Background: an optimization exercise with open tools, aiming at small area and a short achievable clock period. Do not read the settings as production practice. Function was checked by simulation only, so behaviour that the tests miss may differ from the original.

==> flow/design.v <==
`timescale 1ns/1ps
module pipeline_control (
  input  logic general_clk,
  input  logic reset,
  input  logic in_valid,
  output logic out_valid
);
  logic v1, v2;
  always_ff @(posedge general_clk) begin
    if (reset) begin
      v1 <= 1'b0;
      v2 <= 1'b0;
    end else begin
      v1 <= in_valid;
      v2 <= v1;
    end
  end
  assign out_valid = v2;
endmodule
`timescale 1ns/1ps
module probability_stage (
  input  logic        general_clk,
  input  logic        reset,
  input  logic        in_valid,
  input  logic [15:0] fl,
  input  logic [15:0] fh,
  input  logic [3:0]  symbol,
  input  logic [4:0]  nsyms,
  input  logic        bool_mode,
  output logic        p_x,
  output logic        p_en,
  output logic        p_z,
  output logic [10:0] p_m2n,      
  output logic [5:0]  p_k,
  output logic [9:0]  p_nn,       
  output logic [4:0]  p_o2
);
  logic        vin;
  logic [9:0]  fl6, fh6;
  logic        first, sel_a, sel_c, sel_q;
  logic [5:0]  kd;        
  logic [4:0]  kdiff;     
  logic        kpos;
  logic [9:0]  m_p, m_q;
  logic [5:0]  k_next;
  assign vin   = in_valid & ~reset;
  assign fl6   = fl[15:6];
  assign fh6   = fh[15:6];
  assign first = (fl == 16'h8000);
  assign sel_a = vin & bool_mode & symbol[0];
  assign sel_c = vin & ~bool_mode & ~first;
  assign sel_q = vin & ~(bool_mode & symbol[0]);    
  assign kd    = {1'b0, nsyms} - {2'b00, symbol};
  assign kpos  = ~kd[5] & (kd[4:0] != 5'd0);
  assign kdiff = kd[5] ? 5'd0 : kd[4:0];
  assign m_p = sel_a ? fh6 : (sel_c ? fl6 : 10'd512);
  assign m_q = sel_q ? fh6 : 10'd0;
  always_comb begin
    if (sel_a)          k_next = 6'd1;
    else if (sel_c)     k_next = {5'd0, kpos};
    else if (!vin)      k_next = 6'd0;
    else if (bool_mode) k_next = 6'h3f;
    else if (kpos)      k_next = 6'd1 - {1'b0, kdiff};
    else                k_next = 6'd0;
  end
  always_ff @(posedge general_clk) begin
    p_x  <= ~sel_a & ~sel_c;
    p_z  <= ~sel_a & ~sel_c;
    p_en <= sel_q & fh6[0] & ~(sel_c & fl6[0]);
    p_m2n <= ~({1'b0, m_p} - {1'b0, m_q});    
    p_k  <= k_next;
    p_nn  <= ~(sel_c ? fl6 : (sel_a ? fh6 : 10'd0));    
    p_o2 <= sel_c ? kdiff : {4'd0, sel_a};
  end
endmodule
`timescale 1ns/1ps
module interval_update (
  input  logic        general_clk,
  input  logic        reset,
  input  logic        p_x,
  input  logic        p_en,
  input  logic        p_z,
  input  logic [10:0] p_m2n,
  input  logic [5:0]  p_k,
  input  logic [9:0]  p_nn,
  input  logic [4:0]  p_o2,
  output logic [15:0] range_q,
  output logic [3:0]  d_q,
  output logic [15:0] add_next
);
  logic [7:0]  r8;
  logic [16:0] sum2;
  logic [16:0] sum2n;
  logic [15:0] raw;
  assign r8 = range_q[15:8];
  wire lt_1, lt_2;
  assign lt_1 = (r8[7] & ~p_m2n[0]) ^ (r8[6] & ~p_m2n[1]);
  assign lt_2 = (r8[7] & ~p_m2n[0]) & (r8[6] & ~p_m2n[1]);
  wire lt_3, lt_4;
  assign lt_3 = (r8[7] & ~p_m2n[1]) ^ (r8[6] & ~p_m2n[2]) ^ (r8[5] & ~p_m2n[3]);
  assign lt_4 = ((r8[7] & ~p_m2n[1]) & (r8[6] & ~p_m2n[2])) | ((r8[7] & ~p_m2n[1]) & (r8[5] & ~p_m2n[3])) | ((r8[6] & ~p_m2n[2]) & (r8[5] & ~p_m2n[3]));
  wire lt_5, lt_6;
  assign lt_5 = (r8[4] & ~p_m2n[4]) ^ (r8[3] & ~p_m2n[5]);
  assign lt_6 = (r8[4] & ~p_m2n[4]) & (r8[3] & ~p_m2n[5]);
  wire lt_7, lt_8;
  assign lt_7 = (r8[7] & ~p_m2n[2]) ^ (r8[6] & ~p_m2n[3]) ^ (r8[5] & ~p_m2n[4]);
  assign lt_8 = ((r8[7] & ~p_m2n[2]) & (r8[6] & ~p_m2n[3])) | ((r8[7] & ~p_m2n[2]) & (r8[5] & ~p_m2n[4])) | ((r8[6] & ~p_m2n[3]) & (r8[5] & ~p_m2n[4]));
  wire lt_9, lt_10;
  assign lt_9 = (r8[4] & ~p_m2n[0]) ^ (r8[3] & ~p_m2n[1]);
  assign lt_10 = (r8[4] & ~p_m2n[0]) & (r8[3] & ~p_m2n[1]);
  wire lt_11, lt_12;
  assign lt_11 = (r8[5] & ~p_m2n[0]) ^ (r8[4] & ~p_m2n[1]) ^ (r8[3] & ~p_m2n[2]);
  assign lt_12 = ((r8[5] & ~p_m2n[0]) & (r8[4] & ~p_m2n[1])) | ((r8[5] & ~p_m2n[0]) & (r8[3] & ~p_m2n[2])) | ((r8[4] & ~p_m2n[1]) & (r8[3] & ~p_m2n[2]));
  wire lt_13, lt_14;
  assign lt_13 = (r8[2] & ~p_m2n[3]) ^ (r8[1] & ~p_m2n[4]);
  assign lt_14 = (r8[2] & ~p_m2n[3]) & (r8[1] & ~p_m2n[4]);
  wire lt_15, lt_16;
  assign lt_15 = (r8[6] & ~p_m2n[0]) ^ (r8[5] & ~p_m2n[1]) ^ (r8[4] & ~p_m2n[2]);
  assign lt_16 = ((r8[6] & ~p_m2n[0]) & (r8[5] & ~p_m2n[1])) | ((r8[6] & ~p_m2n[0]) & (r8[4] & ~p_m2n[2])) | ((r8[5] & ~p_m2n[1]) & (r8[4] & ~p_m2n[2]));
  wire lt_17, lt_18;
  assign lt_17 = (r8[3] & ~p_m2n[3]) ^ (r8[2] & ~p_m2n[4]) ^ (r8[1] & ~p_m2n[5]);
  assign lt_18 = ((r8[3] & ~p_m2n[3]) & (r8[2] & ~p_m2n[4])) | ((r8[3] & ~p_m2n[3]) & (r8[1] & ~p_m2n[5])) | ((r8[2] & ~p_m2n[4]) & (r8[1] & ~p_m2n[5]));
  wire lt_19, lt_20;
  assign lt_19 = (r8[0] & ~p_m2n[6]) ^ (range_q[5] & p_x);
  assign lt_20 = (r8[0] & ~p_m2n[6]) & (range_q[5] & p_x);
  wire lt_21, lt_22;
  assign lt_21 = (r8[5] & ~p_m2n[2]) ^ (r8[4] & ~p_m2n[3]) ^ (r8[3] & ~p_m2n[4]);
  assign lt_22 = ((r8[5] & ~p_m2n[2]) & (r8[4] & ~p_m2n[3])) | ((r8[5] & ~p_m2n[2]) & (r8[3] & ~p_m2n[4])) | ((r8[4] & ~p_m2n[3]) & (r8[3] & ~p_m2n[4]));
  wire lt_23, lt_24;
  assign lt_23 = (r8[2] & ~p_m2n[5]) ^ (r8[1] & ~p_m2n[6]) ^ (r8[0] & ~p_m2n[7]);
  assign lt_24 = ((r8[2] & ~p_m2n[5]) & (r8[1] & ~p_m2n[6])) | ((r8[2] & ~p_m2n[5]) & (r8[0] & ~p_m2n[7])) | ((r8[1] & ~p_m2n[6]) & (r8[0] & ~p_m2n[7]));
  wire lt_25, lt_26;
  assign lt_25 = (range_q[6] & p_x) ^ p_k[4] ^ lt_1;
  assign lt_26 = ((range_q[6] & p_x) & p_k[4]) | ((range_q[6] & p_x) & lt_1) | (p_k[4] & lt_1);
  wire lt_27, lt_28;
  assign lt_27 = (r8[2] & ~p_m2n[6]) ^ (r8[1] & ~p_m2n[7]) ^ (r8[0] & ~p_m2n[8]);
  assign lt_28 = ((r8[2] & ~p_m2n[6]) & (r8[1] & ~p_m2n[7])) | ((r8[2] & ~p_m2n[6]) & (r8[0] & ~p_m2n[8])) | ((r8[1] & ~p_m2n[7]) & (r8[0] & ~p_m2n[8]));
  wire lt_29, lt_30;
  assign lt_29 = (range_q[7] & p_x) ^ ~p_k[5] ^ 1'b1;
  assign lt_30 = ((range_q[7] & p_x) & ~p_k[5]) | ((range_q[7] & p_x) & 1'b1) | (~p_k[5] & 1'b1);
  wire lt_31, lt_32;
  assign lt_31 = lt_3 ^ lt_5 ^ lt_2;
  assign lt_32 = (lt_3 & lt_5) | (lt_3 & lt_2) | (lt_5 & lt_2);
  wire lt_33, lt_34;
  assign lt_33 = (r8[4] & ~p_m2n[5]) ^ (r8[3] & ~p_m2n[6]) ^ (r8[2] & ~p_m2n[7]);
  assign lt_34 = ((r8[4] & ~p_m2n[5]) & (r8[3] & ~p_m2n[6])) | ((r8[4] & ~p_m2n[5]) & (r8[2] & ~p_m2n[7])) | ((r8[3] & ~p_m2n[6]) & (r8[2] & ~p_m2n[7]));
  wire lt_35, lt_36;
  assign lt_35 = (r8[1] & ~p_m2n[8]) ^ (r8[0] & ~p_m2n[9]) ^ 1'b1;
  assign lt_36 = ((r8[1] & ~p_m2n[8]) & (r8[0] & ~p_m2n[9])) | ((r8[1] & ~p_m2n[8]) & 1'b1) | ((r8[0] & ~p_m2n[9]) & 1'b1);
  wire lt_37, lt_38;
  assign lt_37 = lt_7 ^ lt_4 ^ lt_6;
  assign lt_38 = (lt_7 & lt_4) | (lt_7 & lt_6) | (lt_4 & lt_6);
  wire lt_39, lt_40;
  assign lt_39 = (r8[7] & ~p_m2n[3]) ^ (r8[6] & ~p_m2n[4]) ^ (r8[5] & ~p_m2n[5]);
  assign lt_40 = ((r8[7] & ~p_m2n[3]) & (r8[6] & ~p_m2n[4])) | ((r8[7] & ~p_m2n[3]) & (r8[5] & ~p_m2n[5])) | ((r8[6] & ~p_m2n[4]) & (r8[5] & ~p_m2n[5]));
  wire lt_41, lt_42;
  assign lt_41 = (r8[4] & ~p_m2n[6]) ^ (r8[3] & ~p_m2n[7]) ^ (r8[2] & ~p_m2n[8]);
  assign lt_42 = ((r8[4] & ~p_m2n[6]) & (r8[3] & ~p_m2n[7])) | ((r8[4] & ~p_m2n[6]) & (r8[2] & ~p_m2n[8])) | ((r8[3] & ~p_m2n[7]) & (r8[2] & ~p_m2n[8]));
  wire lt_43, lt_44;
  assign lt_43 = (r8[1] & ~p_m2n[9]) ^ ~(r8[0] & ~p_m2n[10]) ^ lt_8;
  assign lt_44 = ((r8[1] & ~p_m2n[9]) & ~(r8[0] & ~p_m2n[10])) | ((r8[1] & ~p_m2n[9]) & lt_8) | (~(r8[0] & ~p_m2n[10]) & lt_8);
  wire lt_45, lt_46;
  assign lt_45 = (r8[7] & ~p_m2n[4]) ^ (r8[6] & ~p_m2n[5]) ^ (r8[5] & ~p_m2n[6]);
  assign lt_46 = ((r8[7] & ~p_m2n[4]) & (r8[6] & ~p_m2n[5])) | ((r8[7] & ~p_m2n[4]) & (r8[5] & ~p_m2n[6])) | ((r8[6] & ~p_m2n[5]) & (r8[5] & ~p_m2n[6]));
  wire lt_47, lt_48;
  assign lt_47 = (r8[4] & ~p_m2n[7]) ^ (r8[3] & ~p_m2n[8]) ^ (r8[2] & ~p_m2n[9]);
  assign lt_48 = ((r8[4] & ~p_m2n[7]) & (r8[3] & ~p_m2n[8])) | ((r8[4] & ~p_m2n[7]) & (r8[2] & ~p_m2n[9])) | ((r8[3] & ~p_m2n[8]) & (r8[2] & ~p_m2n[9]));
  wire lt_49, lt_50;
  assign lt_49 = (r8[7] & ~p_m2n[5]) ^ (r8[6] & ~p_m2n[6]) ^ (r8[5] & ~p_m2n[7]);
  assign lt_50 = ((r8[7] & ~p_m2n[5]) & (r8[6] & ~p_m2n[6])) | ((r8[7] & ~p_m2n[5]) & (r8[5] & ~p_m2n[7])) | ((r8[6] & ~p_m2n[6]) & (r8[5] & ~p_m2n[7]));
  wire lt_51, lt_52;
  assign lt_51 = (r8[3] & ~p_m2n[0]) ^ (r8[2] & ~p_m2n[1]) ^ (r8[1] & ~p_m2n[2]);
  assign lt_52 = ((r8[3] & ~p_m2n[0]) & (r8[2] & ~p_m2n[1])) | ((r8[3] & ~p_m2n[0]) & (r8[1] & ~p_m2n[2])) | ((r8[2] & ~p_m2n[1]) & (r8[1] & ~p_m2n[2]));
  wire lt_53, lt_54;
  assign lt_53 = (r8[2] & ~p_m2n[2]) ^ (r8[1] & ~p_m2n[3]) ^ (r8[0] & ~p_m2n[4]);
  assign lt_54 = ((r8[2] & ~p_m2n[2]) & (r8[1] & ~p_m2n[3])) | ((r8[2] & ~p_m2n[2]) & (r8[0] & ~p_m2n[4])) | ((r8[1] & ~p_m2n[3]) & (r8[0] & ~p_m2n[4]));
  wire lt_55, lt_56;
  assign lt_55 = (range_q[3] & p_x) ^ p_k[1];
  assign lt_56 = (range_q[3] & p_x) & p_k[1];
  wire lt_57, lt_58;
  assign lt_57 = (r8[0] & ~p_m2n[5]) ^ (range_q[4] & p_x) ^ p_k[2];
  assign lt_58 = ((r8[0] & ~p_m2n[5]) & (range_q[4] & p_x)) | ((r8[0] & ~p_m2n[5]) & p_k[2]) | ((range_q[4] & p_x) & p_k[2]);
  wire lt_59, lt_60;
  assign lt_59 = lt_11 ^ lt_13 ^ lt_10;
  assign lt_60 = (lt_11 & lt_13) | (lt_11 & lt_10) | (lt_13 & lt_10);
  wire lt_61, lt_62;
  assign lt_61 = p_k[3] ^ lt_15 ^ lt_17;
  assign lt_62 = (p_k[3] & lt_15) | (p_k[3] & lt_17) | (lt_15 & lt_17);
  wire lt_63, lt_64;
  assign lt_63 = lt_19 ^ lt_12 ^ lt_14;
  assign lt_64 = (lt_19 & lt_12) | (lt_19 & lt_14) | (lt_12 & lt_14);
  wire lt_65, lt_66;
  assign lt_65 = lt_21 ^ lt_23 ^ lt_25;
  assign lt_66 = (lt_21 & lt_23) | (lt_21 & lt_25) | (lt_23 & lt_25);
  wire lt_67, lt_68;
  assign lt_67 = lt_16 ^ lt_18 ^ lt_20;
  assign lt_68 = (lt_16 & lt_18) | (lt_16 & lt_20) | (lt_18 & lt_20);
  wire lt_69, lt_70;
  assign lt_69 = lt_27 ^ lt_29 ^ lt_31;
  assign lt_70 = (lt_27 & lt_29) | (lt_27 & lt_31) | (lt_29 & lt_31);
  wire lt_71, lt_72;
  assign lt_71 = lt_22 ^ lt_24 ^ lt_26;
  assign lt_72 = (lt_22 & lt_24) | (lt_22 & lt_26) | (lt_24 & lt_26);
  wire lt_73, lt_74;
  assign lt_73 = lt_33 ^ lt_35 ^ lt_37;
  assign lt_74 = (lt_33 & lt_35) | (lt_33 & lt_37) | (lt_35 & lt_37);
  wire lt_75, lt_76;
  assign lt_75 = lt_28 ^ lt_30 ^ lt_32;
  assign lt_76 = (lt_28 & lt_30) | (lt_28 & lt_32) | (lt_30 & lt_32);
  wire lt_77, lt_78;
  assign lt_77 = lt_39 ^ lt_41 ^ lt_43;
  assign lt_78 = (lt_39 & lt_41) | (lt_39 & lt_43) | (lt_41 & lt_43);
  wire lt_79, lt_80;
  assign lt_79 = lt_34 ^ lt_36 ^ lt_38;
  assign lt_80 = (lt_34 & lt_36) | (lt_34 & lt_38) | (lt_36 & lt_38);
  wire lt_81, lt_82;
  assign lt_81 = ~(r8[1] & ~p_m2n[10]) ^ lt_45 ^ lt_47;
  assign lt_82 = (~(r8[1] & ~p_m2n[10]) & lt_45) | (~(r8[1] & ~p_m2n[10]) & lt_47) | (lt_45 & lt_47);
  wire lt_83, lt_84;
  assign lt_83 = lt_40 ^ lt_42 ^ lt_44;
  assign lt_84 = (lt_40 & lt_42) | (lt_40 & lt_44) | (lt_42 & lt_44);
  wire lt_85, lt_86;
  assign lt_85 = (r8[4] & ~p_m2n[8]) ^ (r8[3] & ~p_m2n[9]) ^ ~(r8[2] & ~p_m2n[10]);
  assign lt_86 = ((r8[4] & ~p_m2n[8]) & (r8[3] & ~p_m2n[9])) | ((r8[4] & ~p_m2n[8]) & ~(r8[2] & ~p_m2n[10])) | ((r8[3] & ~p_m2n[9]) & ~(r8[2] & ~p_m2n[10]));
  wire lt_87, lt_88;
  assign lt_87 = lt_49 ^ lt_46 ^ lt_48;
  assign lt_88 = (lt_49 & lt_46) | (lt_49 & lt_48) | (lt_46 & lt_48);
  wire lt_89, lt_90;
  assign lt_89 = (r8[7] & ~p_m2n[6]) ^ (r8[6] & ~p_m2n[7]) ^ (r8[5] & ~p_m2n[8]);
  assign lt_90 = ((r8[7] & ~p_m2n[6]) & (r8[6] & ~p_m2n[7])) | ((r8[7] & ~p_m2n[6]) & (r8[5] & ~p_m2n[8])) | ((r8[6] & ~p_m2n[7]) & (r8[5] & ~p_m2n[8]));
  wire lt_91, lt_92;
  assign lt_91 = (r8[4] & ~p_m2n[9]) ^ ~(r8[3] & ~p_m2n[10]) ^ lt_50;
  assign lt_92 = ((r8[4] & ~p_m2n[9]) & ~(r8[3] & ~p_m2n[10])) | ((r8[4] & ~p_m2n[9]) & lt_50) | (~(r8[3] & ~p_m2n[10]) & lt_50);
  wire lt_93, lt_94;
  assign lt_93 = (r8[7] & ~p_m2n[7]) ^ (r8[6] & ~p_m2n[8]) ^ (r8[5] & ~p_m2n[9]);
  assign lt_94 = ((r8[7] & ~p_m2n[7]) & (r8[6] & ~p_m2n[8])) | ((r8[7] & ~p_m2n[7]) & (r8[5] & ~p_m2n[9])) | ((r8[6] & ~p_m2n[8]) & (r8[5] & ~p_m2n[9]));
  wire lt_95, lt_96;
  assign lt_95 = (r8[1] & ~p_m2n[0]) ^ (r8[0] & ~p_m2n[1]);
  assign lt_96 = (r8[1] & ~p_m2n[0]) & (r8[0] & ~p_m2n[1]);
  wire lt_97, lt_98;
  assign lt_97 = (r8[2] & ~p_m2n[0]) ^ (r8[1] & ~p_m2n[1]) ^ (r8[0] & ~p_m2n[2]);
  assign lt_98 = ((r8[2] & ~p_m2n[0]) & (r8[1] & ~p_m2n[1])) | ((r8[2] & ~p_m2n[0]) & (r8[0] & ~p_m2n[2])) | ((r8[1] & ~p_m2n[1]) & (r8[0] & ~p_m2n[2]));
  wire lt_99, lt_100;
  assign lt_99 = (r8[0] & ~p_m2n[3]) ^ (range_q[2] & p_x) ^ p_k[0];
  assign lt_100 = ((r8[0] & ~p_m2n[3]) & (range_q[2] & p_x)) | ((r8[0] & ~p_m2n[3]) & p_k[0]) | ((range_q[2] & p_x) & p_k[0]);
  wire lt_101, lt_102;
  assign lt_101 = lt_9 ^ lt_53 ^ lt_55;
  assign lt_102 = (lt_9 & lt_53) | (lt_9 & lt_55) | (lt_53 & lt_55);
  wire lt_103, lt_104;
  assign lt_103 = lt_57 ^ lt_59 ^ lt_54;
  assign lt_104 = (lt_57 & lt_59) | (lt_57 & lt_54) | (lt_59 & lt_54);
  wire lt_105, lt_106;
  assign lt_105 = lt_61 ^ lt_63 ^ lt_58;
  assign lt_106 = (lt_61 & lt_63) | (lt_61 & lt_58) | (lt_63 & lt_58);
  wire lt_107, lt_108;
  assign lt_107 = lt_65 ^ lt_67 ^ lt_62;
  assign lt_108 = (lt_65 & lt_67) | (lt_65 & lt_62) | (lt_67 & lt_62);
  wire lt_109, lt_110;
  assign lt_109 = lt_69 ^ lt_71 ^ lt_66;
  assign lt_110 = (lt_69 & lt_71) | (lt_69 & lt_66) | (lt_71 & lt_66);
  wire lt_111, lt_112;
  assign lt_111 = lt_73 ^ lt_75 ^ lt_70;
  assign lt_112 = (lt_73 & lt_75) | (lt_73 & lt_70) | (lt_75 & lt_70);
  wire lt_113, lt_114;
  assign lt_113 = lt_77 ^ lt_79 ^ lt_74;
  assign lt_114 = (lt_77 & lt_79) | (lt_77 & lt_74) | (lt_79 & lt_74);
  wire lt_115, lt_116;
  assign lt_115 = lt_81 ^ lt_83 ^ lt_78;
  assign lt_116 = (lt_81 & lt_83) | (lt_81 & lt_78) | (lt_83 & lt_78);
  wire lt_117, lt_118;
  assign lt_117 = lt_85 ^ lt_87 ^ lt_82;
  assign lt_118 = (lt_85 & lt_87) | (lt_85 & lt_82) | (lt_87 & lt_82);
  wire lt_119, lt_120;
  assign lt_119 = lt_89 ^ lt_91 ^ lt_86;
  assign lt_120 = (lt_89 & lt_91) | (lt_89 & lt_86) | (lt_91 & lt_86);
  wire lt_121, lt_122;
  assign lt_121 = ~(r8[4] & ~p_m2n[10]) ^ lt_93 ^ lt_90;
  assign lt_122 = (~(r8[4] & ~p_m2n[10]) & lt_93) | (~(r8[4] & ~p_m2n[10]) & lt_90) | (lt_93 & lt_90);
  wire lt_123, lt_124;
  assign lt_123 = (r8[7] & ~p_m2n[8]) ^ (r8[6] & ~p_m2n[9]) ^ ~(r8[5] & ~p_m2n[10]);
  assign lt_124 = ((r8[7] & ~p_m2n[8]) & (r8[6] & ~p_m2n[9])) | ((r8[7] & ~p_m2n[8]) & ~(r8[5] & ~p_m2n[10])) | ((r8[6] & ~p_m2n[9]) & ~(r8[5] & ~p_m2n[10]));
  wire lt_125, lt_126;
  assign lt_125 = (range_q[0] & p_x) ^ (p_en & r8[0]);
  assign lt_126 = (range_q[0] & p_x) & (p_en & r8[0]);
  wire lt_127, lt_128;
  assign lt_127 = (range_q[1] & p_x) ^ lt_97 ^ lt_96;
  assign lt_128 = ((range_q[1] & p_x) & lt_97) | ((range_q[1] & p_x) & lt_96) | (lt_97 & lt_96);
  wire lt_129, lt_130;
  assign lt_129 = lt_51 ^ lt_99 ^ lt_98;
  assign lt_130 = (lt_51 & lt_99) | (lt_51 & lt_98) | (lt_99 & lt_98);
  wire lt_131, lt_132;
  assign lt_131 = lt_52 ^ lt_101 ^ lt_100;
  assign lt_132 = (lt_52 & lt_101) | (lt_52 & lt_100) | (lt_101 & lt_100);
  wire lt_133, lt_134;
  assign lt_133 = lt_56 ^ lt_103 ^ lt_102;
  assign lt_134 = (lt_56 & lt_103) | (lt_56 & lt_102) | (lt_103 & lt_102);
  wire lt_135, lt_136;
  assign lt_135 = lt_60 ^ lt_105 ^ lt_104;
  assign lt_136 = (lt_60 & lt_105) | (lt_60 & lt_104) | (lt_105 & lt_104);
  wire lt_137, lt_138;
  assign lt_137 = lt_64 ^ lt_107 ^ lt_106;
  assign lt_138 = (lt_64 & lt_107) | (lt_64 & lt_106) | (lt_107 & lt_106);
  wire lt_139, lt_140;
  assign lt_139 = lt_68 ^ lt_109 ^ lt_108;
  assign lt_140 = (lt_68 & lt_109) | (lt_68 & lt_108) | (lt_109 & lt_108);
  wire lt_141, lt_142;
  assign lt_141 = lt_72 ^ lt_111 ^ lt_110;
  assign lt_142 = (lt_72 & lt_111) | (lt_72 & lt_110) | (lt_111 & lt_110);
  wire lt_143, lt_144;
  assign lt_143 = lt_76 ^ lt_113 ^ lt_112;
  assign lt_144 = (lt_76 & lt_113) | (lt_76 & lt_112) | (lt_113 & lt_112);
  wire lt_145, lt_146;
  assign lt_145 = lt_80 ^ lt_115 ^ lt_114;
  assign lt_146 = (lt_80 & lt_115) | (lt_80 & lt_114) | (lt_115 & lt_114);
  wire lt_147, lt_148;
  assign lt_147 = lt_84 ^ lt_117 ^ lt_116;
  assign lt_148 = (lt_84 & lt_117) | (lt_84 & lt_116) | (lt_117 & lt_116);
  wire lt_149, lt_150;
  assign lt_149 = lt_88 ^ lt_119 ^ lt_118;
  assign lt_150 = (lt_88 & lt_119) | (lt_88 & lt_118) | (lt_119 & lt_118);
  wire lt_151, lt_152;
  assign lt_151 = lt_92 ^ lt_121 ^ lt_120;
  assign lt_152 = (lt_92 & lt_121) | (lt_92 & lt_120) | (lt_121 & lt_120);
  wire lt_153, lt_154;
  assign lt_153 = lt_94 ^ lt_123 ^ lt_122;
  assign lt_154 = (lt_94 & lt_123) | (lt_94 & lt_122) | (lt_123 & lt_122);
  wire lt_155, lt_156;
  assign lt_155 = (r8[7] & ~p_m2n[9]) ^ ~(r8[6] & ~p_m2n[10]) ^ lt_124;
  assign lt_156 = ((r8[7] & ~p_m2n[9]) & ~(r8[6] & ~p_m2n[10])) | ((r8[7] & ~p_m2n[9]) & lt_124) | (~(r8[6] & ~p_m2n[10]) & lt_124);
  wire [16:0] lt_a, lt_b;
  assign lt_a = {lt_155, lt_153, lt_151, lt_149, lt_147, lt_145, lt_143, lt_141, lt_139, lt_137, lt_135, lt_133, lt_131, lt_129, lt_127, lt_95, 1'b0};
  assign lt_b = {lt_154, lt_152, lt_150, lt_148, lt_146, lt_144, lt_142, lt_140, lt_138, lt_136, lt_134, lt_132, lt_130, lt_128, lt_126, lt_125, 1'b0};
  assign sum2 = lt_a + lt_b;
  assign raw  = sum2[16:1];
  wire at_1, at_2;
  assign at_1 = (range_q[6] & ~p_z) ^ ~p_o2[4];
  assign at_2 = (range_q[6] & ~p_z) & ~p_o2[4];
  wire at_3, at_4;
  assign at_3 = (range_q[7] & ~p_z) ^ ~(r8[7] & ~p_nn[1]);
  assign at_4 = (range_q[7] & ~p_z) & ~(r8[7] & ~p_nn[1]);
  wire at_5, at_6;
  assign at_5 = (range_q[8] & ~p_z) ^ ~(r8[7] & ~p_nn[2]);
  assign at_6 = (range_q[8] & ~p_z) & ~(r8[7] & ~p_nn[2]);
  wire at_7, at_8;
  assign at_7 = (range_q[9] & ~p_z) ^ ~(r8[7] & ~p_nn[3]);
  assign at_8 = (range_q[9] & ~p_z) & ~(r8[7] & ~p_nn[3]);
  wire at_9, at_10;
  assign at_9 = (range_q[2] & ~p_z) ^ ~p_o2[0];
  assign at_10 = (range_q[2] & ~p_z) & ~p_o2[0];
  wire at_11, at_12;
  assign at_11 = (range_q[3] & ~p_z) ^ ~p_o2[1] ^ ~(r8[4] & ~p_nn[0]);
  assign at_12 = ((range_q[3] & ~p_z) & ~p_o2[1]) | ((range_q[3] & ~p_z) & ~(r8[4] & ~p_nn[0])) | (~p_o2[1] & ~(r8[4] & ~p_nn[0]));
  wire at_13, at_14;
  assign at_13 = (range_q[4] & ~p_z) ^ ~p_o2[2] ^ ~(r8[5] & ~p_nn[0]);
  assign at_14 = ((range_q[4] & ~p_z) & ~p_o2[2]) | ((range_q[4] & ~p_z) & ~(r8[5] & ~p_nn[0])) | (~p_o2[2] & ~(r8[5] & ~p_nn[0]));
  wire at_15, at_16;
  assign at_15 = ~(r8[4] & ~p_nn[1]) ^ ~(r8[3] & ~p_nn[2]);
  assign at_16 = ~(r8[4] & ~p_nn[1]) & ~(r8[3] & ~p_nn[2]);
  wire at_17, at_18;
  assign at_17 = (range_q[5] & ~p_z) ^ ~p_o2[3] ^ ~(r8[6] & ~p_nn[0]);
  assign at_18 = ((range_q[5] & ~p_z) & ~p_o2[3]) | ((range_q[5] & ~p_z) & ~(r8[6] & ~p_nn[0])) | (~p_o2[3] & ~(r8[6] & ~p_nn[0]));
  wire at_19, at_20;
  assign at_19 = ~(r8[5] & ~p_nn[1]) ^ ~(r8[4] & ~p_nn[2]) ^ ~(r8[3] & ~p_nn[3]);
  assign at_20 = (~(r8[5] & ~p_nn[1]) & ~(r8[4] & ~p_nn[2])) | (~(r8[5] & ~p_nn[1]) & ~(r8[3] & ~p_nn[3])) | (~(r8[4] & ~p_nn[2]) & ~(r8[3] & ~p_nn[3]));
  wire at_21, at_22;
  assign at_21 = ~(r8[2] & ~p_nn[4]) ^ ~(r8[1] & ~p_nn[5]);
  assign at_22 = ~(r8[2] & ~p_nn[4]) & ~(r8[1] & ~p_nn[5]);
  wire at_23, at_24;
  assign at_23 = ~(r8[7] & ~p_nn[0]) ^ ~(r8[6] & ~p_nn[1]) ^ ~(r8[5] & ~p_nn[2]);
  assign at_24 = (~(r8[7] & ~p_nn[0]) & ~(r8[6] & ~p_nn[1])) | (~(r8[7] & ~p_nn[0]) & ~(r8[5] & ~p_nn[2])) | (~(r8[6] & ~p_nn[1]) & ~(r8[5] & ~p_nn[2]));
  wire at_25, at_26;
  assign at_25 = ~(r8[4] & ~p_nn[3]) ^ ~(r8[3] & ~p_nn[4]) ^ ~(r8[2] & ~p_nn[5]);
  assign at_26 = (~(r8[4] & ~p_nn[3]) & ~(r8[3] & ~p_nn[4])) | (~(r8[4] & ~p_nn[3]) & ~(r8[2] & ~p_nn[5])) | (~(r8[3] & ~p_nn[4]) & ~(r8[2] & ~p_nn[5]));
  wire at_27, at_28;
  assign at_27 = ~(r8[1] & ~p_nn[6]) ^ ~(r8[0] & ~p_nn[7]) ^ at_1;
  assign at_28 = (~(r8[1] & ~p_nn[6]) & ~(r8[0] & ~p_nn[7])) | (~(r8[1] & ~p_nn[6]) & at_1) | (~(r8[0] & ~p_nn[7]) & at_1);
  wire at_29, at_30;
  assign at_29 = ~(r8[6] & ~p_nn[2]) ^ ~(r8[5] & ~p_nn[3]) ^ ~(r8[4] & ~p_nn[4]);
  assign at_30 = (~(r8[6] & ~p_nn[2]) & ~(r8[5] & ~p_nn[3])) | (~(r8[6] & ~p_nn[2]) & ~(r8[4] & ~p_nn[4])) | (~(r8[5] & ~p_nn[3]) & ~(r8[4] & ~p_nn[4]));
  wire at_31, at_32;
  assign at_31 = ~(r8[3] & ~p_nn[5]) ^ ~(r8[2] & ~p_nn[6]) ^ ~(r8[1] & ~p_nn[7]);
  assign at_32 = (~(r8[3] & ~p_nn[5]) & ~(r8[2] & ~p_nn[6])) | (~(r8[3] & ~p_nn[5]) & ~(r8[1] & ~p_nn[7])) | (~(r8[2] & ~p_nn[6]) & ~(r8[1] & ~p_nn[7]));
  wire at_33, at_34;
  assign at_33 = ~(r8[0] & ~p_nn[8]) ^ at_3 ^ at_2;
  assign at_34 = (~(r8[0] & ~p_nn[8]) & at_3) | (~(r8[0] & ~p_nn[8]) & at_2) | (at_3 & at_2);
  wire at_35, at_36;
  assign at_35 = ~(r8[6] & ~p_nn[3]) ^ ~(r8[5] & ~p_nn[4]) ^ ~(r8[4] & ~p_nn[5]);
  assign at_36 = (~(r8[6] & ~p_nn[3]) & ~(r8[5] & ~p_nn[4])) | (~(r8[6] & ~p_nn[3]) & ~(r8[4] & ~p_nn[5])) | (~(r8[5] & ~p_nn[4]) & ~(r8[4] & ~p_nn[5]));
  wire at_37, at_38;
  assign at_37 = ~(r8[3] & ~p_nn[6]) ^ ~(r8[2] & ~p_nn[7]) ^ ~(r8[1] & ~p_nn[8]);
  assign at_38 = (~(r8[3] & ~p_nn[6]) & ~(r8[2] & ~p_nn[7])) | (~(r8[3] & ~p_nn[6]) & ~(r8[1] & ~p_nn[8])) | (~(r8[2] & ~p_nn[7]) & ~(r8[1] & ~p_nn[8]));
  wire at_39, at_40;
  assign at_39 = ~(r8[0] & ~p_nn[9]) ^ at_5 ^ at_4;
  assign at_40 = (~(r8[0] & ~p_nn[9]) & at_5) | (~(r8[0] & ~p_nn[9]) & at_4) | (at_5 & at_4);
  wire at_41, at_42;
  assign at_41 = ~(r8[6] & ~p_nn[4]) ^ ~(r8[5] & ~p_nn[5]) ^ ~(r8[4] & ~p_nn[6]);
  assign at_42 = (~(r8[6] & ~p_nn[4]) & ~(r8[5] & ~p_nn[5])) | (~(r8[6] & ~p_nn[4]) & ~(r8[4] & ~p_nn[6])) | (~(r8[5] & ~p_nn[5]) & ~(r8[4] & ~p_nn[6]));
  wire at_43, at_44;
  assign at_43 = ~(r8[3] & ~p_nn[7]) ^ ~(r8[2] & ~p_nn[8]) ^ ~(r8[1] & ~p_nn[9]);
  assign at_44 = (~(r8[3] & ~p_nn[7]) & ~(r8[2] & ~p_nn[8])) | (~(r8[3] & ~p_nn[7]) & ~(r8[1] & ~p_nn[9])) | (~(r8[2] & ~p_nn[8]) & ~(r8[1] & ~p_nn[9]));
  wire at_45, at_46;
  assign at_45 = 1'b1 ^ at_7 ^ at_6;
  assign at_46 = (1'b1 & at_7) | (1'b1 & at_6) | (at_7 & at_6);
  wire at_47, at_48;
  assign at_47 = (range_q[10] & ~p_z) ^ ~(r8[7] & ~p_nn[4]) ^ ~(r8[6] & ~p_nn[5]);
  assign at_48 = ((range_q[10] & ~p_z) & ~(r8[7] & ~p_nn[4])) | ((range_q[10] & ~p_z) & ~(r8[6] & ~p_nn[5])) | (~(r8[7] & ~p_nn[4]) & ~(r8[6] & ~p_nn[5]));
  wire at_49, at_50;
  assign at_49 = ~(r8[5] & ~p_nn[6]) ^ ~(r8[4] & ~p_nn[7]) ^ ~(r8[3] & ~p_nn[8]);
  assign at_50 = (~(r8[5] & ~p_nn[6]) & ~(r8[4] & ~p_nn[7])) | (~(r8[5] & ~p_nn[6]) & ~(r8[3] & ~p_nn[8])) | (~(r8[4] & ~p_nn[7]) & ~(r8[3] & ~p_nn[8]));
  wire at_51, at_52;
  assign at_51 = ~(r8[2] & ~p_nn[9]) ^ at_8;
  assign at_52 = ~(r8[2] & ~p_nn[9]) & at_8;
  wire at_53, at_54;
  assign at_53 = (range_q[11] & ~p_z) ^ ~(r8[7] & ~p_nn[5]) ^ ~(r8[6] & ~p_nn[6]);
  assign at_54 = ((range_q[11] & ~p_z) & ~(r8[7] & ~p_nn[5])) | ((range_q[11] & ~p_z) & ~(r8[6] & ~p_nn[6])) | (~(r8[7] & ~p_nn[5]) & ~(r8[6] & ~p_nn[6]));
  wire at_55, at_56;
  assign at_55 = ~(r8[5] & ~p_nn[7]) ^ ~(r8[4] & ~p_nn[8]);
  assign at_56 = ~(r8[5] & ~p_nn[7]) & ~(r8[4] & ~p_nn[8]);
  wire at_57, at_58;
  assign at_57 = (range_q[12] & ~p_z) ^ ~(r8[7] & ~p_nn[6]);
  assign at_58 = (range_q[12] & ~p_z) & ~(r8[7] & ~p_nn[6]);
  wire at_59, at_60;
  assign at_59 = ~(r8[3] & ~p_nn[0]) ^ ~(r8[2] & ~p_nn[1]) ^ ~(r8[1] & ~p_nn[2]);
  assign at_60 = (~(r8[3] & ~p_nn[0]) & ~(r8[2] & ~p_nn[1])) | (~(r8[3] & ~p_nn[0]) & ~(r8[1] & ~p_nn[2])) | (~(r8[2] & ~p_nn[1]) & ~(r8[1] & ~p_nn[2]));
  wire at_61, at_62;
  assign at_61 = ~(r8[3] & ~p_nn[1]) ^ ~(r8[2] & ~p_nn[2]) ^ ~(r8[1] & ~p_nn[3]);
  assign at_62 = (~(r8[3] & ~p_nn[1]) & ~(r8[2] & ~p_nn[2])) | (~(r8[3] & ~p_nn[1]) & ~(r8[1] & ~p_nn[3])) | (~(r8[2] & ~p_nn[2]) & ~(r8[1] & ~p_nn[3]));
  wire at_63, at_64;
  assign at_63 = ~(r8[0] & ~p_nn[4]) ^ at_11;
  assign at_64 = ~(r8[0] & ~p_nn[4]) & at_11;
  wire at_65, at_66;
  assign at_65 = ~(r8[2] & ~p_nn[3]) ^ ~(r8[1] & ~p_nn[4]) ^ ~(r8[0] & ~p_nn[5]);
  assign at_66 = (~(r8[2] & ~p_nn[3]) & ~(r8[1] & ~p_nn[4])) | (~(r8[2] & ~p_nn[3]) & ~(r8[0] & ~p_nn[5])) | (~(r8[1] & ~p_nn[4]) & ~(r8[0] & ~p_nn[5]));
  wire at_67, at_68;
  assign at_67 = at_13 ^ at_15 ^ at_12;
  assign at_68 = (at_13 & at_15) | (at_13 & at_12) | (at_15 & at_12);
  wire at_69, at_70;
  assign at_69 = ~(r8[0] & ~p_nn[6]) ^ at_17 ^ at_19;
  assign at_70 = (~(r8[0] & ~p_nn[6]) & at_17) | (~(r8[0] & ~p_nn[6]) & at_19) | (at_17 & at_19);
  wire at_71, at_72;
  assign at_71 = at_21 ^ at_14 ^ at_16;
  assign at_72 = (at_21 & at_14) | (at_21 & at_16) | (at_14 & at_16);
  wire at_73, at_74;
  assign at_73 = at_23 ^ at_25 ^ at_27;
  assign at_74 = (at_23 & at_25) | (at_23 & at_27) | (at_25 & at_27);
  wire at_75, at_76;
  assign at_75 = at_18 ^ at_20 ^ at_22;
  assign at_76 = (at_18 & at_20) | (at_18 & at_22) | (at_20 & at_22);
  wire at_77, at_78;
  assign at_77 = at_29 ^ at_31 ^ at_33;
  assign at_78 = (at_29 & at_31) | (at_29 & at_33) | (at_31 & at_33);
  wire at_79, at_80;
  assign at_79 = at_24 ^ at_26 ^ at_28;
  assign at_80 = (at_24 & at_26) | (at_24 & at_28) | (at_26 & at_28);
  wire at_81, at_82;
  assign at_81 = at_35 ^ at_37 ^ at_39;
  assign at_82 = (at_35 & at_37) | (at_35 & at_39) | (at_37 & at_39);
  wire at_83, at_84;
  assign at_83 = at_30 ^ at_32 ^ at_34;
  assign at_84 = (at_30 & at_32) | (at_30 & at_34) | (at_32 & at_34);
  wire at_85, at_86;
  assign at_85 = at_41 ^ at_43 ^ at_45;
  assign at_86 = (at_41 & at_43) | (at_41 & at_45) | (at_43 & at_45);
  wire at_87, at_88;
  assign at_87 = at_36 ^ at_38 ^ at_40;
  assign at_88 = (at_36 & at_38) | (at_36 & at_40) | (at_38 & at_40);
  wire at_89, at_90;
  assign at_89 = at_47 ^ at_49 ^ at_51;
  assign at_90 = (at_47 & at_49) | (at_47 & at_51) | (at_49 & at_51);
  wire at_91, at_92;
  assign at_91 = at_42 ^ at_44 ^ at_46;
  assign at_92 = (at_42 & at_44) | (at_42 & at_46) | (at_44 & at_46);
  wire at_93, at_94;
  assign at_93 = ~(r8[3] & ~p_nn[9]) ^ at_53 ^ at_55;
  assign at_94 = (~(r8[3] & ~p_nn[9]) & at_53) | (~(r8[3] & ~p_nn[9]) & at_55) | (at_53 & at_55);
  wire at_95, at_96;
  assign at_95 = at_48 ^ at_50 ^ at_52;
  assign at_96 = (at_48 & at_50) | (at_48 & at_52) | (at_50 & at_52);
  wire at_97, at_98;
  assign at_97 = ~(r8[6] & ~p_nn[7]) ^ ~(r8[5] & ~p_nn[8]) ^ ~(r8[4] & ~p_nn[9]);
  assign at_98 = (~(r8[6] & ~p_nn[7]) & ~(r8[5] & ~p_nn[8])) | (~(r8[6] & ~p_nn[7]) & ~(r8[4] & ~p_nn[9])) | (~(r8[5] & ~p_nn[8]) & ~(r8[4] & ~p_nn[9]));
  wire at_99, at_100;
  assign at_99 = at_57 ^ at_54 ^ at_56;
  assign at_100 = (at_57 & at_54) | (at_57 & at_56) | (at_54 & at_56);
  wire at_101, at_102;
  assign at_101 = (range_q[13] & ~p_z) ^ ~(r8[7] & ~p_nn[7]) ^ ~(r8[6] & ~p_nn[8]);
  assign at_102 = ((range_q[13] & ~p_z) & ~(r8[7] & ~p_nn[7])) | ((range_q[13] & ~p_z) & ~(r8[6] & ~p_nn[8])) | (~(r8[7] & ~p_nn[7]) & ~(r8[6] & ~p_nn[8]));
  wire at_103, at_104;
  assign at_103 = ~(r8[5] & ~p_nn[9]) ^ at_58;
  assign at_104 = ~(r8[5] & ~p_nn[9]) & at_58;
  wire at_105, at_106;
  assign at_105 = (range_q[14] & ~p_z) ^ ~(r8[7] & ~p_nn[8]);
  assign at_106 = (range_q[14] & ~p_z) & ~(r8[7] & ~p_nn[8]);
  wire at_107, at_108;
  assign at_107 = (range_q[1] & ~p_z) ^ ~(r8[2] & ~p_nn[0]);
  assign at_108 = (range_q[1] & ~p_z) & ~(r8[2] & ~p_nn[0]);
  wire at_109, at_110;
  assign at_109 = ~(r8[0] & ~p_nn[3]) ^ 1'b1 ^ at_9;
  assign at_110 = (~(r8[0] & ~p_nn[3]) & 1'b1) | (~(r8[0] & ~p_nn[3]) & at_9) | (1'b1 & at_9);
  wire at_111, at_112;
  assign at_111 = at_10 ^ at_61 ^ at_63;
  assign at_112 = (at_10 & at_61) | (at_10 & at_63) | (at_61 & at_63);
  wire at_113, at_114;
  assign at_113 = at_65 ^ at_67 ^ at_62;
  assign at_114 = (at_65 & at_67) | (at_65 & at_62) | (at_67 & at_62);
  wire at_115, at_116;
  assign at_115 = at_69 ^ at_71 ^ at_66;
  assign at_116 = (at_69 & at_71) | (at_69 & at_66) | (at_71 & at_66);
  wire at_117, at_118;
  assign at_117 = at_73 ^ at_75 ^ at_70;
  assign at_118 = (at_73 & at_75) | (at_73 & at_70) | (at_75 & at_70);
  wire at_119, at_120;
  assign at_119 = at_77 ^ at_79 ^ at_74;
  assign at_120 = (at_77 & at_79) | (at_77 & at_74) | (at_79 & at_74);
  wire at_121, at_122;
  assign at_121 = at_81 ^ at_83 ^ at_78;
  assign at_122 = (at_81 & at_83) | (at_81 & at_78) | (at_83 & at_78);
  wire at_123, at_124;
  assign at_123 = at_85 ^ at_87 ^ at_82;
  assign at_124 = (at_85 & at_87) | (at_85 & at_82) | (at_87 & at_82);
  wire at_125, at_126;
  assign at_125 = at_89 ^ at_91 ^ at_86;
  assign at_126 = (at_89 & at_91) | (at_89 & at_86) | (at_91 & at_86);
  wire at_127, at_128;
  assign at_127 = at_93 ^ at_95 ^ at_90;
  assign at_128 = (at_93 & at_95) | (at_93 & at_90) | (at_95 & at_90);
  wire at_129, at_130;
  assign at_129 = at_97 ^ at_99 ^ at_94;
  assign at_130 = (at_97 & at_99) | (at_97 & at_94) | (at_99 & at_94);
  wire at_131, at_132;
  assign at_131 = at_101 ^ at_103 ^ at_98;
  assign at_132 = (at_101 & at_103) | (at_101 & at_98) | (at_103 & at_98);
  wire at_133, at_134;
  assign at_133 = ~(r8[6] & ~p_nn[9]) ^ at_105 ^ at_102;
  assign at_134 = (~(r8[6] & ~p_nn[9]) & at_105) | (~(r8[6] & ~p_nn[9]) & at_102) | (at_105 & at_102);
  wire at_135, at_136;
  assign at_135 = (range_q[15] & ~p_z) ^ ~(r8[7] & ~p_nn[9]);
  assign at_136 = (range_q[15] & ~p_z) & ~(r8[7] & ~p_nn[9]);
  wire at_137, at_138;
  assign at_137 = (range_q[0] & ~p_z) ^ ~(r8[1] & ~p_nn[0]);
  assign at_138 = (range_q[0] & ~p_z) & ~(r8[1] & ~p_nn[0]);
  wire at_139, at_140;
  assign at_139 = ~(r8[1] & ~p_nn[1]) ^ ~(r8[0] & ~p_nn[2]) ^ at_107;
  assign at_140 = (~(r8[1] & ~p_nn[1]) & ~(r8[0] & ~p_nn[2])) | (~(r8[1] & ~p_nn[1]) & at_107) | (~(r8[0] & ~p_nn[2]) & at_107);
  wire at_141, at_142;
  assign at_141 = at_59 ^ at_109 ^ at_108;
  assign at_142 = (at_59 & at_109) | (at_59 & at_108) | (at_109 & at_108);
  wire at_143, at_144;
  assign at_143 = at_60 ^ at_111 ^ at_110;
  assign at_144 = (at_60 & at_111) | (at_60 & at_110) | (at_111 & at_110);
  wire at_145, at_146;
  assign at_145 = at_64 ^ at_113 ^ at_112;
  assign at_146 = (at_64 & at_113) | (at_64 & at_112) | (at_113 & at_112);
  wire at_147, at_148;
  assign at_147 = at_68 ^ at_115 ^ at_114;
  assign at_148 = (at_68 & at_115) | (at_68 & at_114) | (at_115 & at_114);
  wire at_149, at_150;
  assign at_149 = at_72 ^ at_117 ^ at_116;
  assign at_150 = (at_72 & at_117) | (at_72 & at_116) | (at_117 & at_116);
  wire at_151, at_152;
  assign at_151 = at_76 ^ at_119 ^ at_118;
  assign at_152 = (at_76 & at_119) | (at_76 & at_118) | (at_119 & at_118);
  wire at_153, at_154;
  assign at_153 = at_80 ^ at_121 ^ at_120;
  assign at_154 = (at_80 & at_121) | (at_80 & at_120) | (at_121 & at_120);
  wire at_155, at_156;
  assign at_155 = at_84 ^ at_123 ^ at_122;
  assign at_156 = (at_84 & at_123) | (at_84 & at_122) | (at_123 & at_122);
  wire at_157, at_158;
  assign at_157 = at_88 ^ at_125 ^ at_124;
  assign at_158 = (at_88 & at_125) | (at_88 & at_124) | (at_125 & at_124);
  wire at_159, at_160;
  assign at_159 = at_92 ^ at_127 ^ at_126;
  assign at_160 = (at_92 & at_127) | (at_92 & at_126) | (at_127 & at_126);
  wire at_161, at_162;
  assign at_161 = at_96 ^ at_129 ^ at_128;
  assign at_162 = (at_96 & at_129) | (at_96 & at_128) | (at_129 & at_128);
  wire at_163, at_164;
  assign at_163 = at_100 ^ at_131 ^ at_130;
  assign at_164 = (at_100 & at_131) | (at_100 & at_130) | (at_131 & at_130);
  wire at_165, at_166;
  assign at_165 = at_104 ^ at_133 ^ at_132;
  assign at_166 = (at_104 & at_133) | (at_104 & at_132) | (at_133 & at_132);
  wire at_167, at_168;
  assign at_167 = at_106 ^ at_135 ^ at_134;
  assign at_168 = (at_106 & at_135) | (at_106 & at_134) | (at_135 & at_134);
  wire [16:0] at_a, at_b;
  assign at_a = {at_167, at_165, at_163, at_161, at_159, at_157, at_155, at_153, at_151, at_149, at_147, at_145, at_143, at_141, at_139, ~(r8[0] & ~p_nn[1]), 1'b0};
  assign at_b = {at_166, at_164, at_162, at_160, at_158, at_156, at_154, at_152, at_150, at_148, at_146, at_144, at_142, at_140, at_138, at_137, 1'b0};
  assign sum2n    = at_a + at_b;
  assign add_next = sum2n[16:1];
  logic        z8, z4, z2, z1, raw_zero;
  logic [15:0] t1, t2, t3, range_next;
  logic [3:0]  d_next;
  assign z8 = ~|raw[15:8];
  assign t1 = z8 ? {raw[7:0], 8'd0} : raw;
  assign z4 = ~|t1[15:12];
  assign t2 = z4 ? {t1[11:0], 4'd0} : t1;
  assign z2 = ~|t2[15:14];
  assign t3 = z2 ? {t2[13:0], 2'd0} : t2;
  assign z1 = ~t3[15];
  assign range_next = z1 ? {t3[14:0], 1'b0} : t3;
  assign raw_zero = ~|raw;
  assign d_next = (raw_zero | reset) ? 4'd0 : {z8, z4, z2, z1};
  always_ff @(posedge general_clk) begin
    if (reset) range_q <= 16'd32768;
    else       range_q <= range_next;
    d_q <= d_next;
  end
endmodule
`timescale 1ns/1ps
module renormalizer (
  input  logic        general_clk,
  input  logic        reset,
  input  logic [15:0] add_next,
  input  logic [3:0]  d_q,
  output logic [23:0] low_out,
  output logic [4:0]  cnt_out,
  output logic [1:0]  bit_flag,
  output logic [15:0] out_bit_1,
  output logic [15:0] out_bit_2
);
  logic [23:0] sum_q;
  logic [3:0]  cq;
  logic [4:0]  e_sum;        
  logic        emit1, emit2;
  logic [2:0]  f_sum;        
  logic [23:0] low_shl;
  logic [23:0] low_next;
  logic [23:0] sum_next;
  logic [3:0]  cq_next;
  logic [7:0]  keep_hi;
  logic [24:0] win_src;
  logic [23:0] win;
  assign e_sum = {1'b0, cq} + {1'b0, d_q};
  assign emit1 = e_sum >= 5'd9;
  assign emit2 = e_sum >= 5'd17;
  assign f_sum = e_sum[2:0] - 3'd1;    
  always_comb begin
    case (f_sum)
      3'd0: keep_hi = 8'h00;
      3'd1: keep_hi = 8'h01;
      3'd2: keep_hi = 8'h03;
      3'd3: keep_hi = 8'h07;
      3'd4: keep_hi = 8'h0f;
      3'd5: keep_hi = 8'h1f;
      3'd6: keep_hi = 8'h3f;
      default: keep_hi = 8'h7f;
    endcase
    if (!emit1) keep_hi = 8'hff;
  end
  assign low_shl  = sum_q << d_q;
  assign low_next = low_shl & {keep_hi, 16'hffff};
  assign cq_next  = emit1 ? {1'b0, f_sum} + 4'd1 : e_sum[3:0];
  assign sum_next = low_next + {8'd0, add_next};
  assign win_src = {sum_q, 1'b0};
  assign win     = 24'(win_src >> cq);
  always_ff @(posedge general_clk) begin
    if (reset) begin
      sum_q <= '0;
      cq    <= '0;
    end else begin
      sum_q <= sum_next;
      cq    <= cq_next;
    end
  end
  assign low_out   = low_next;
  assign cnt_out   = {1'b0, cq_next} - 5'd9;
  assign bit_flag  = {emit2, emit1 & ~emit2};
  assign out_bit_1 = win[23:8];
  assign out_bit_2 = {8'd0, win[7:0]};
endmodule
`timescale 1ns/1ps
module arith_encoder #(
  parameter int SYMBOL_WIDTH = 4
) (
  input  logic                    general_clk,
  input  logic                    reset,
  input  logic                    in_valid,
  input  logic [15:0]             fl,
  input  logic [15:0]             fh,
  input  logic [SYMBOL_WIDTH-1:0] symbol,
  input  logic [SYMBOL_WIDTH:0]   nsyms,
  input  logic                    bool_mode,
  output logic                    out_valid,
  output logic [15:0]             range_out,
  output logic [23:0]             low_out,
  output logic [4:0]              cnt_out,
  output logic [1:0]              bit_flag,
  output logic [15:0]             out_bit_1,
  output logic [15:0]             out_bit_2
);
  logic        p_x, p_en, p_z;
  logic [10:0] p_m2n;
  logic [5:0]  p_k;
  logic [9:0]  p_nn;
  logic [4:0]  p_o2;
  logic [15:0] add_next;
  logic [3:0]  d_q;
  pipeline_control u_control (
    .general_clk (general_clk),
    .reset       (reset),
    .in_valid    (in_valid),
    .out_valid   (out_valid)
  );
  probability_stage u_stage_1 (
    .general_clk (general_clk),
    .reset       (reset),
    .in_valid    (in_valid),
    .fl          (fl),
    .fh          (fh),
    .symbol      (symbol),
    .nsyms       (nsyms),
    .bool_mode   (bool_mode),
    .p_x         (p_x),
    .p_en        (p_en),
    .p_z         (p_z),
    .p_m2n        (p_m2n),
    .p_k         (p_k),
    .p_nn         (p_nn),
    .p_o2        (p_o2)
  );
  interval_update u_stage_2 (
    .general_clk (general_clk),
    .reset       (reset),
    .p_x         (p_x),
    .p_en        (p_en),
    .p_z         (p_z),
    .p_m2n        (p_m2n),
    .p_k         (p_k),
    .p_nn         (p_nn),
    .p_o2        (p_o2),
    .range_q     (range_out),
    .d_q         (d_q),
    .add_next    (add_next)
  );
  renormalizer u_stage_3 (
    .general_clk (general_clk),
    .reset       (reset),
    .add_next    (add_next),
    .d_q         (d_q),
    .low_out     (low_out),
    .cnt_out     (cnt_out),
    .bit_flag    (bit_flag),
    .out_bit_1   (out_bit_1),
    .out_bit_2   (out_bit_2)
  );
endmodule
==> flow/flow/run.sh <==
#!/bin/bash
# The standard layout with three changes: synthesis skips the quick ABC pass
# inside Yosys's synth (the final ABC mapping still runs), adders use Yosys's
# Sklansky carry network instead of Kogge-Stone, and the ports get the
# smallest buffer instead of the delay buffer that buffer_ports picks by
# default. All output goes to run_standard.log in this folder; ORFS keeps its
# own logs under orfs/logs.
set -euo pipefail
export SYNTH_ARGS="-noabc"
export SYNTH_OPERATIONS_ARGS="-extra-map +/choices/sklansky.v"
export BUFFER_PORTS_ARGS="-buffer_cell sky130_fd_sc_hd__buf_1"
bash standard.sh > run_standard.log 2>&1
==> flow/standard.sh <==
#!/bin/bash
# synth_recipe.tcl (not shown) runs the flow's synth.tcl, then flattens the netlist and writes it again
# the make line also repeats each setting of config.mk as NAME=value (left out here)
make -C /OpenROAD-flow-scripts/flow DESIGN_CONFIG=/design/flow/config.mk WORK_HOME=/design/flow/orfs CLKGATE_MAP_FILE= SYNTH_SCRIPT=/design/flow/synth_recipe.tcl "${@:-finish}"
==> flow/config.mk <==
export PLATFORM = sky130hd
export DESIGN_NAME = arith_encoder
export DESIGN_NICKNAME = arith_encoder
export VERILOG_FILES = /design/flow/design.v
export SDC_FILE = /design/flow/constraint.sdc
export NUM_CORES = 4
export LEC_CHECK = 0
export ABC_AREA = 1
export CAP_MARGIN = 20
export CORE_MARGIN = 2
export CORE_UTILIZATION = 40
export SETUP_SLACK_MARGIN = 3.0
export SLEW_MARGIN = 20
==> flow/constraint.sdc <==
create_clock -name core_clock -period 9.0 [get_ports {general_clk}]
set_input_delay 1.8000 -clock core_clock [delete_from_list [all_inputs] [get_ports {general_clk}]]
set_output_delay 1.8000 -clock core_clock [all_outputs]
set_load 0.01 [all_outputs]
==> out/results.ini, run 1 <==
[cells_and_area]
final_cells = 2226
area_growth_pct = 14.5
drive_gt1_share_pct = 12.0
diodes = 0
fillCellCount = 3106
nets = 2126
seqCellArea_um2 = 1720
fin_area_um2 = 14200
multi_input_area_um2 = 9580

[placement]
placed_cells = 2159
port_buffers = 110
pre_cts_slack_ns = 1.75
hpwl_um = 26900
gp_congestion = 0.881
dpl_cell_area_um2 = 12900

[sta]
period_minus_slack_ns = 6.01
finalMaxSlewViolations = 0
hold_violations = 0
tns_ns = 0
max_freq_mhz = 166
rsz0062_at_grt = true
slew_headroom_pct = 41.5
skew_ns = 0.0193
worst_pin_slew_ns = 0.876
period_share_pct = 66.8
worst_slack_ns = 2.99
finalSetupViolCount = 0

[logic_synthesis]
synthArstFlopShare_pct = 0
synth_commonest_cells = nand2_1, inv_1, nor2_1
yosys.area.top_type = fa_1
synth_ff_type = dfxtp_1
synth_edf_count = 0
synth_cell_types = 52
synth_most_common_cell = nand2_1
synth-seq-cells = 84
synthCells = 1737
seq_area_frac_synth_pct = 13.6
ys_top_cells_by_area = fa_1, dfxtp_1, nand2_1, ha_1, inv_1
synth.top_cell.area_share_pct = 24.6
avgSynthCellArea_um2 = 7.13
ys.warnings.count = 4
netlist_area_um2 = 12400

[worst_setup_path]
cp_max_fo = 4
cp.required_ns = 9.23
r2r_end = u_stage_3.sum_q[17]$_SDFF_PP0_
crit_path_end_kind = flop
worstReg2RegStart = u_stage_2.range_q[14]$_SDFF_PP0_
path_class = flop to flop
slowest_stage = fa_1
startpoint_type = flop
reg2regPathDepth = 28
max_stage_delay_ns = 0.54
cp-endpoint = u_stage_3.sum_q[17]$_SDFF_PP0_
crit_arrival_ns = 6.25
rrSetupSlack_ns = 2.99
critical_path.startpoint = u_stage_2.range_q[14]$_SDFF_PP0_
crit_top_cell = fa_1

[routing]
antenna_left = 0
route.vias.total = 11200
first_pass_iters = 6
post_drt_wl_per_cell_um = 15.7
wirelength_um = 35000
drcViolationCount = 0
vias_per_cell = 5.01
drt_iter0_drc = 599

[floorplan]
die_area_um2 = 32400
rows = 64
initial_core_util_pct = 40.6
fp.dieW_um = 180
dieHeight_um = 180
ios = 125
coreArea_um2 = 30500

[worst_hold_path]
hold_depth = 2
hold_path.class = flop to flop

[clocking]
htreeDepth = 3
ctsHoldBuffers = 0
cts_buffers = 9
clk_latency_ns = 0.37
clockBufferDepth = 2
clk_pin_slew_worst_paths_ns = 0.08
cts_root_buffer = clkbuf_16
clkSinkCount = 84
cts_tree = yes

[run]
max_cap_viol_count = 0

[grt]
grt_overflow_total = 0
grt_usage_pct = 21.3
grt_pass1_wl_um = 55100
grt_max_degree = 39
antenna_found_initial = 0
grt_pass1_vias = 10900

[outcome]
status = no timing/DRC/antenna violations

==> cell families after synthesis <==
group	share of synthesized area (%)
other cells	0.0303
buf+inv	12.8
fa+ha+maj	35.1
flops	13.6
mux	1.21
simple gates	24.2
compound gates	10.8
xor+xnor	2.33
==> sequential cells by signal, indices dropped and copies added, names as in the netlist <==
register,cells
u_stage_3.sum_q,24
u_stage_2.range_q,16
u_stage_1.p_m2n,11
u_stage_1.p_nn,10
u_stage_1.p_k,6
u_stage_1.p_o2,5
u_stage_2.d_q,4
u_stage_3.cq,4
u_control.v1,1
u_control.v2,1
u_stage_1.p_en,1
u_stage_1.p_x,1
==> critical path, delay by kind of cell, from the launching register on <==
family / cells / cell delay, ns
xor gates and xnor gates: 1 / 0.15
adders and majority gates: 8 / 3.05
and+or+nand+nor: 5 / 0.48
buffers and inverters: 6 / 0.70
DFF: 1 / 0.38
AOI/OAI and AO/OA: 8 / 1.09
==> placed cells by master, fill, tap and decap left out, types with 11 or more instances in the layout <==
| master | instances |
|---|---|
| buf_4 | 37 |
| inv_2 | 12 |
| nand2_2 | 19 |
| buf_1 | 110 |
| nor2_1 | 232 |
| a21oi_1 | 41 |
| dfxtp_1 | 68 |
| o21ai_0 | 131 |
| nand3_1 | 36 |
| nand2_1 | 369 |
| nor2_4 | 11 |
| inv_1 | 260 |
| xor2_1 | 21 |
| ha_1 | 96 |
| mux2i_1 | 15 |
| o21ai_1 | 12 |
| fa_1 | 148 |
==> worst min path at each step <==
stage | startpoint | endpoint | slack (ns)
floorplan | u_control.v1$_SDFF_PP0_ | u_control.v2$_SDFF_PP0_ | 0.39
global placement | u_control.v1$_SDFF_PP0_ | u_control.v2$_SDFF_PP0_ | 0.51
detailed placement | u_control.v1$_SDFF_PP0_ | u_control.v2$_SDFF_PP0_ | 0.49
CTS | u_control.v1$_SDFF_PP0_ | u_control.v2$_SDFF_PP0_ | 0.50
global route | u_control.v1$_SDFF_PP0_ | u_control.v2$_SDFF_PP0_ | 0.52
finish | u_control.v1$_SDFF_PP0_ | u_control.v2$_SDFF_PP0_ | 0.49
==> timing repair <==
action	4_1_cts	5_1_grt
setup endpoints to repair	36	37
resized for setup	51	100
pin swaps	12	76
cloned	5	2
setup buffers	20	24
==> layout make-up <==
| class | instances | area share (%) |
|---|---|---|
| clock inverters | 7 | 0.574 |
| repair buffers | 159 | 6.28 |
| multi-input cells | 1278 | 67.5 |
| clock buffers | 9 | 1.59 |
| flip-flops and latches | 84 | 12.2 |
| well taps | 396 | 3.49 |
| inverters | 289 | 8.20 |
| repair inverters | 4 | 0.176 |
==> per-layer routing <==
metal	global-route usage, %	share of wire (%)	vias to the layer above	routed length [um]
li1	-	-	5489	-
met1	26.8	43	5270	14900
met2	36.5	48	327	16800
met3	3.83	5.8	67	2040
met4	7.61	3.4	0	1200
met5	0	0	-	0
==> stage by stage <==
| stage | utilization (%) | hold WS, ns |
|---|---|---|
| finish | 46.5 | 0.492 |
| global route | 46.5 | 0.523 |
| CTS | 44.4 | 0.496 |
| detailed placement | 42.1 | 0.493 |
| global placement | 42.1 | 0.511 |
| floorplan | - | 0.388 |
==> inputs of run 2 (changes only) <==
--- a/flow/config.mk
+++ b/flow/config.mk
@@ -9,5 +9,5 @@
 export CAP_MARGIN = 20
 export CORE_MARGIN = 2
 export CORE_UTILIZATION = 40
-export SETUP_SLACK_MARGIN = 3.0
+export SETUP_SLACK_MARGIN = 2.5
 export SLEW_MARGIN = 20
==> out/results.ini, run 2 <==
[floorplan]
fp.dieW_um = 180  ; unchanged
die_area_um2 = 32400  ; unchanged
ios = 125  ; unchanged
coreArea_um2 = 30500  ; unchanged
rows = 64  ; unchanged
dieHeight_um = 180  ; unchanged
initial_core_util_pct = 40.6  ; unchanged

[logic_synthesis]
synth_commonest_cells = nand2_1, inv_1, nor2_1
ys_top_cells_by_area = fa_1, dfxtp_1, nand2_1, ha_1, inv_1
avgSynthCellArea_um2 = 7.13  ; unchanged
synth_cell_types = 52  ; unchanged
ys.warnings.count = 4  ; unchanged
netlist_area_um2 = 12400  ; unchanged
synth-seq-cells = 84  ; unchanged
synth_edf_count = 0  ; unchanged
seq_area_frac_synth_pct = 13.6  ; unchanged
synthArstFlopShare_pct = 0  ; unchanged
synth_most_common_cell = nand2_1
synthCells = 1737  ; unchanged
synth_ff_type = dfxtp_1
yosys.area.top_type = fa_1
synth.top_cell.area_share_pct = 24.6  ; unchanged

[placement]
dpl_cell_area_um2 = 12900  ; +0.21%
port_buffers = 110  ; unchanged
gp_congestion = 0.887  ; +0.68%
hpwl_um = 26800  ; -0.31%
placed_cells = 2163  ; +0.19%

[clocking]
clk_pin_slew_worst_paths_ns = 0.08  ; about the same
clk_latency_ns = 0.36  ; about the same
clkSinkCount = 84  ; unchanged
clockBufferDepth = 2  ; unchanged
cts_tree = yes
cts_root_buffer = clkbuf_16
cts_buffers = 9  ; unchanged
htreeDepth = 3  ; unchanged
ctsHoldBuffers = 0  ; unchanged

[cells_and_area]
final_cells = 2196  ; -1.3%
mostFrequentLayoutCells = nand2_1, inv_1, nor2_1
utilization_pct = 44.2  ; -2.3 points
fin_area_um2 = 13500  ; -5.0%
fillCellCount = 3165  ; +1.9%
drive_gt1_share_pct = 6.33  ; -5.6 points
area_growth_pct = 8.79
reg_top3 = u_stage_3.sum_q: 24 flops, u_stage_2.range_q: 16 flops, u_stage_1.p_m2n: 11 flops
top_register = u_stage_3.sum_q
layout_commonest_cell = nand2_1
largest_reg_flops = 24  ; unchanged
seqCellArea_um2 = 1700  ; -1.2%
nets = 2096  ; -1.4%
multi_input_area_um2 = 9210  ; -3.9%
diodes = 0  ; unchanged

[worst_setup_path]
path_class = flop to flop
startpoint_type = flop
slowest_stage = fa_1
crit_arrival_ns = 6.47  ; +0.22 ns
crit_top_cell = fa_1
cp_max_fo = 12  ; +8
crit_family = adder cells
crit_path_end_kind = flop
cp_num_buf_inv = 6  ; unchanged
cp.required_ns = 9.30  ; +0.07 ns
max_stage_delay_ns = 0.63  ; +0.09 ns

[sta]
period_share_pct = 68.5  ; +1.7 points
rsz0062_at_grt = false
tns_ns = 0  ; unchanged
worst_pin_slew_ns = 0.967  ; +0.0904 ns
skew_ns = 0.0172  ; -0.00206 ns
hold_violations = 0  ; unchanged
period_minus_slack_ns = 6.17  ; +0.154 ns
finalMaxSlewViolations = 0  ; unchanged
slew_headroom_pct = 35.5  ; -6.1 points
finalSetupViolCount = 0  ; unchanged
max_freq_mhz = 162  ; -2.5%

[routing]
drcViolationCount = 0  ; unchanged
post_drt_wl_per_cell_um = 15.3  ; -2.8%
vias_per_cell = 5.00  ; -0.29%
wirelength_um = 33600  ; -4.1%
first_pass_iters = 6  ; unchanged
drt_iter0_drc = 631  ; +5.3%
route.vias.total = 11000  ; -1.6%
antenna_left = 0  ; unchanged

[grt]
grt_usage_pct = 20.8  ; -0.48 points
grt_overflow_total = 0  ; unchanged
grt_pass1_wl_um = 54200  ; -1.6%
grt_pass1_vias = 10800  ; -0.84%
antenna_found_initial = 0  ; unchanged
grt_max_degree = 39  ; unchanged

[outcome]
status = no timing/DRC/antenna violations

[worst_hold_path]
hold_path.class = flop to flop

[run]
max_cap_viol_count = 0  ; unchanged

==> run 2: through the flow <==
stage | worst slack (ns) | hold WS [ns]
final | 2.83 | 0.455
after detailed placement | 1.81 | 0.464
after CTS | 2.51 | 0.461
after global placement | 1.88 | 0.466
after global routing | 2.50 | 0.484
after floorplan | 2.88 | 0.388
==> run 2: cell families after synthesis <==
kind of cell	count (synthesis)	synth area share, %
xor+xnor	33	2.33
fa+ha+maj	256	35.1
mux	15	1.21
flops	84	13.6
compound gates	242	10.8
other cells	1	0.0303
buf+inv	384	12.8
simple gates	722	24.2
==> run 2: cell type report <==
class | count | share of cell area (%)
Clock buffer | 9 | 1.67
Multi-Input combinational cell | 1276 | 68.3
Timing Repair Buffer | 133 | 4.58
Timing Repair inverter | 2 | 0.0743
Clock inverter | 7 | 0.762
Sequential cell | 84 | 12.6
Tap cell | 396 | 3.68
Inverter | 289 | 8.26
==> run 2: per-layer routing <==
metal	global-route usage (%)	part of all wire, %	up-vias
met5	0	0	-
met4	5.46	2.3	0
met3	3.65	5.7	43
met2	36.3	48	331
met1	26.5	44	5173
li1	-	-	5424
==> run 2: worst paths after layout <==
path                                                  startpoint                         endpoint  slack, ns  cells after the start
worst max-delay path            u_stage_2.range_q[15]$_SDFF_PP1_  u_stage_2.range_q[0]$_SDFF_PP0_       2.83                     29
worst min-delay path                     u_control.v1$_SDFF_PP0_          u_control.v2$_SDFF_PP0_       0.45                      2
worst max register to register  u_stage_2.range_q[15]$_SDFF_PP1_  u_stage_2.range_q[0]$_SDFF_PP0_       2.83                     29
worst min register to register           u_control.v1$_SDFF_PP0_          u_control.v2$_SDFF_PP0_       0.45                      2
==> run 2: worst reg2reg max path, delay by kind of cell (launching register included) <==
kind | cells | cell delay [ns]
adders and majority gates | 7 | 3.02
and+or+nand+nor | 14 | 1.58
buffers and inverters | 6 | 0.78
xor gates and xnor gates | 1 | 0.16
AOI/OAI and AO/OA | 1 | 0.16
DFF | 1 | 0.42
==> run 2: repair_timing <==
action                                  CTS  global route
pin swaps                                 0             6
gates resized for setup                  15            23
gates cloned                              2             0
endpoints found under the setup margin   31            23
setup buffers                             4            11

-- re-timing with driven ports --
In the flow no input, the clock included, has a driving cell. The finished layouts below were timed again as built, in two steps.
Step 1, drivers: a clkbuf_16 drives general_clk and a buf_2 each remaining input, both assumed.
Step 2 adds t to the input delays and takes it off the output delays; t is the mean of the earliest and latest rising clock arrival at the registers after step 1. Input paths then give back, and output paths get back, about the clock's delay inside the block.
a / b / c = no drivers / after step 1 / after step 2; a / b = the first two.
run	shift t [ns]	setup WS [ns]	worst setup path at the end	worst register clock-pin slew, ns
run 1	0.397	2.988 / 2.988 / 2.988	register to register	0.08 / 0.08
run 2	0.390	2.835 / 2.835 / 2.636	input to register	0.08 / 0.08
After both steps every run listed still meets setup and hold. For run 2, which loses most, drivers alone change the setup slack by 0.000 ns; drivers and shift together by -0.199 ns.
